This is an optimization exercise on Yosys and OpenROAD, whose aim is small area, not a production implementation. Function was checked by simulation only, so behaviour that the tests miss may differ from the original. No activity file was given, so power comes from the tool's default toggle rates.

==> flow/design.v <==
`default_nettype none
package l2_gan_pkg;
    localparam int WIDTH       = 16;
    localparam int TOTAL_WORDS = 73;
    localparam int L1_W_BASE = 0;   localparam int L1_W_LEN = 16;
    localparam int L1_B_BASE = 16;  localparam int L1_B_LEN = 4;
    localparam int L2_W_BASE = 20;  localparam int L2_W_LEN = 8;
    localparam int L2_B_BASE = 28;  localparam int L2_B_LEN = 2;
    localparam int L3_W_BASE = 30;  localparam int L3_W_LEN = 2;
    localparam int L3_B_BASE = 32;  localparam int L3_B_LEN = 1;
    localparam int L4_W_BASE = 33;  localparam int L4_W_LEN = 1;
    localparam int L4_B_BASE = 34;  localparam int L4_B_LEN = 1;
    localparam int L5_W_BASE = 35;  localparam int L5_W_LEN = 1;
    localparam int L5_B_BASE = 36;  localparam int L5_B_LEN = 1;
    localparam int L6_W_BASE = 37;  localparam int L6_W_LEN = 2;
    localparam int L6_B_BASE = 39;  localparam int L6_B_LEN = 2;
    localparam int L7_W_BASE = 41;  localparam int L7_W_LEN = 8;
    localparam int L7_B_BASE = 49;  localparam int L7_B_LEN = 4;
    localparam int L8_W_BASE = 53;  localparam int L8_W_LEN = 16;
    localparam int L8_B_BASE = 69;  localparam int L8_B_LEN = 4;
    typedef enum logic [1:0] {
        ST_IDLE = 2'd0,
        ST_LOAD = 2'd1,
        ST_DONE = 2'd2
    } state_t;
endpackage : l2_gan_pkg
`default_nettype wire
`default_nettype none
import l2_gan_pkg::*;
module l2_gan_param_loader (
    input  logic                 clk,
    input  logic                 rst,
    input  logic                 start,
    input  logic [WIDTH-1:0]     in_data,
    input  logic                 in_valid,
    output logic                 in_ready,
    output logic                 busy,
    output logic                 params_valid,
    output logic [6:0]           word_cnt,
    output logic                 cksum_err,
    output logic [255:0]         L1_w,
    output logic [63:0]          L1_b,
    output logic [127:0]         L2_w,
    output logic [31:0]          L2_b,
    output logic [31:0]          L3_w,
    output logic [15:0]          L3_b,
    output logic [15:0]          L4_w,
    output logic [15:0]          L4_b,
    output logic [15:0]          L5_w,
    output logic [15:0]          L5_b,
    output logic [31:0]          L6_w,
    output logic [31:0]          L6_b,
    output logic [127:0]         L7_w,
    output logic [63:0]          L7_b,
    output logic [255:0]         L8_w,
    output logic [63:0]          L8_b
);
    logic                          busy_q;
    logic [6:0]                    cnt_q;
    logic [WIDTH*TOTAL_WORDS-1:0]  bank_q;
    logic                          accept;
    logic                          last;      
    logic                          store;
    assign last   = cnt_q[6] & cnt_q[3] & cnt_q[0];
    assign accept = busy_q & in_valid & ~start;
    assign store  = accept & ~last;
    always_ff @(posedge clk or posedge rst) begin
        if (rst) begin
            busy_q <= 1'b0;
            cnt_q  <= '0;
        end else if (start) begin
            busy_q <= 1'b1;
            cnt_q  <= '0;
        end else if (accept) begin
            busy_q <= ~last;
            cnt_q  <= cnt_q + 7'd1;
        end
    end
    always_ff @(posedge clk) begin
        if (store) bank_q <= {in_data, bank_q[WIDTH*TOTAL_WORDS-1:WIDTH]};
    end
    logic [WIDTH-1:0] sum_q;
    logic             done;
    always_ff @(posedge clk) begin
        sum_q <= (sum_q & {WIDTH{~start}}) + (in_data & {WIDTH{accept}});
    end
    assign done         = ~busy_q & cnt_q[1];
    assign cksum_err    = done & (|sum_q);
    assign params_valid = done & ~(|sum_q);
    assign in_ready = busy_q;
    assign busy     = busy_q;
    assign word_cnt = cnt_q;
    assign L1_w = bank_q[L1_W_BASE*WIDTH +: L1_W_LEN*WIDTH];
    assign L1_b = bank_q[L1_B_BASE*WIDTH +: L1_B_LEN*WIDTH];
    assign L2_w = bank_q[L2_W_BASE*WIDTH +: L2_W_LEN*WIDTH];
    assign L2_b = bank_q[L2_B_BASE*WIDTH +: L2_B_LEN*WIDTH];
    assign L3_w = bank_q[L3_W_BASE*WIDTH +: L3_W_LEN*WIDTH];
    assign L3_b = bank_q[L3_B_BASE*WIDTH +: L3_B_LEN*WIDTH];
    assign L4_w = bank_q[L4_W_BASE*WIDTH +: L4_W_LEN*WIDTH];
    assign L4_b = bank_q[L4_B_BASE*WIDTH +: L4_B_LEN*WIDTH];
    assign L5_w = bank_q[L5_W_BASE*WIDTH +: L5_W_LEN*WIDTH];
    assign L5_b = bank_q[L5_B_BASE*WIDTH +: L5_B_LEN*WIDTH];
    assign L6_w = bank_q[L6_W_BASE*WIDTH +: L6_W_LEN*WIDTH];
    assign L6_b = bank_q[L6_B_BASE*WIDTH +: L6_B_LEN*WIDTH];
    assign L7_w = bank_q[L7_W_BASE*WIDTH +: L7_W_LEN*WIDTH];
    assign L7_b = bank_q[L7_B_BASE*WIDTH +: L7_B_LEN*WIDTH];
    assign L8_w = bank_q[L8_W_BASE*WIDTH +: L8_W_LEN*WIDTH];
    assign L8_b = bank_q[L8_B_BASE*WIDTH +: L8_B_LEN*WIDTH];
endmodule
`default_nettype wire
clock: 5.0 ns
lec_check: 0
cap_margin: 20
core_area: 5 5 255 255
die_area: 0 0 260 260
slew_margin: 20
standard.sh (not shown) runs the stock make flow with config.mk's settings and CLKGATE_MAP_FILE= SYNTH_SCRIPT=/design/flow/synth_recipe.tcl, a recipe that flattens the netlist after the stock synthesis.
==> flow/flow/run.sh <==
#!/bin/bash
# Standard layout, except: the port buffers are the smallest buffer cell, the
# pins may sit one track apart (so a smaller die fits them), and the clock tree
# uses small leaf clock buffers under a strong root, without dummy loads.
set -e
export BUFFER_PORTS_ARGS="-buffer_cell sky130_fd_sc_hd__buf_1"
export PLACE_PINS_ARGS="-min_distance 1 -min_distance_in_tracks"
export CTS_ARGS="-sink_clustering_enable -repair_clock_nets -sink_clustering_size 10 -sink_clustering_max_diameter 35 -buf_list {sky130_fd_sc_hd__clkbuf_4 sky130_fd_sc_hd__clkbuf_8} -root_buf sky130_fd_sc_hd__clkbuf_16 -sink_clustering_buffer sky130_fd_sc_hd__clkbuf_4 -dont_use_dummy_load"
bash standard.sh > standard.log 2>&1
Edit:
--- a/flow/design.v
+++ b/flow/design.v
@@ -68,25 +68,42 @@
         if (rst) begin
             busy_q <= 1'b0;
             cnt_q  <= '0;
-        end else if (start) begin
-            busy_q <= 1'b1;
-            cnt_q  <= '0;
-        end else if (accept) begin
-            busy_q <= ~last;
-            cnt_q  <= cnt_q + 7'd1;
+        end else begin
+            busy_q <= start | (busy_q & ~(in_valid & last));
+            cnt_q  <= (cnt_q & {7{~start}}) + {6'd0, accept};
         end
     end
     always_ff @(posedge clk) begin
         if (store) bank_q <= {in_data, bank_q[WIDTH*TOTAL_WORDS-1:WIDTH]};
     end
+    localparam int HW = WIDTH / 2;
     logic [WIDTH-1:0] sum_q;
-    logic             done;
+    logic             cy_q;
+    logic [WIDTH-1:0] sa, sb, ss;
+    logic [WIDTH:0]   sc;
+    logic             done, sum_zero;
+    assign sa    = sum_q & {WIDTH{~start}};
+    assign sb    = in_data & {WIDTH{accept}};
+    assign sc[0] = 1'b0;
+    for (genvar i = 0; i < WIDTH; i++) begin : g_add
+        logic ci;
+        if (i == HW) begin : g_cut
+            assign ci = cy_q & ~start;
+        end else begin : g_chain
+            assign ci = sc[i];
+        end
+        assign ss[i]   = sa[i] ^ sb[i] ^ ci;
+        assign sc[i+1] = (sa[i] & sb[i]) | (ci & (sa[i] ^ sb[i]));
+    end
     always_ff @(posedge clk) begin
-        sum_q <= (sum_q & {WIDTH{~start}}) + (in_data & {WIDTH{accept}});
+        sum_q <= ss;
+        cy_q  <= sc[HW];
     end
+    assign sum_zero     = ~(|sum_q[HW-1:0]) &
+                          (cy_q ? (&sum_q[WIDTH-1:HW]) : ~(|sum_q[WIDTH-1:HW]));
     assign done         = ~busy_q & cnt_q[1];
-    assign cksum_err    = done & (|sum_q);
-    assign params_valid = done & ~(|sum_q);
+    assign cksum_err    = done & ~sum_zero;
+    assign params_valid = done & sum_zero;
     assign in_ready = busy_q;
     assign busy     = busy_q;
     assign word_cnt = cnt_q;
Result: Clock power shrinks by about 1%; via count shrinks by 3.3%; worst setup slack got worse by 1.0 ns; non-clock buffer count shrinks by 6; global-route usage shrinks by 0.25 points; total power shrinks by about 0.44%; synthesized area shrinks by 0.93%; critical path depth grows by 8.

-- separate check: timing with driven ports --
The flow's constraints put no driver on any port. The routed layouts listed below were extracted and timed again, unchanged, in two steps. Step 1 assumes that a clkbuf_16 drives the clock port and a buf_2 every other input. Step 2 adds t to the input delays and takes it off the output delays; t is the mean of the earliest and latest rising clock arrival at the registers after step 1. Input paths then give back, and output paths get back, about the clock's delay inside the block. Three values: no drivers, after step 1, after step 2; two values: the first two.
run	t (ns)	setup slack, ns	clock arrival spread, ns	worst register clock-pin slew, ns
the first run	0.679	1.816 / 1.754 / 1.275	0.101 / 0.100	0.11 / 0.11
the second run	0.675	0.791 / 0.798 / 0.122	0.079 / 0.079	0.11 / 0.11
After both steps setup and hold are still met in every run listed. For the second run, which loses most, drivers alone change the setup slack by +0.007 ns; drivers and shift together by -0.669 ns.
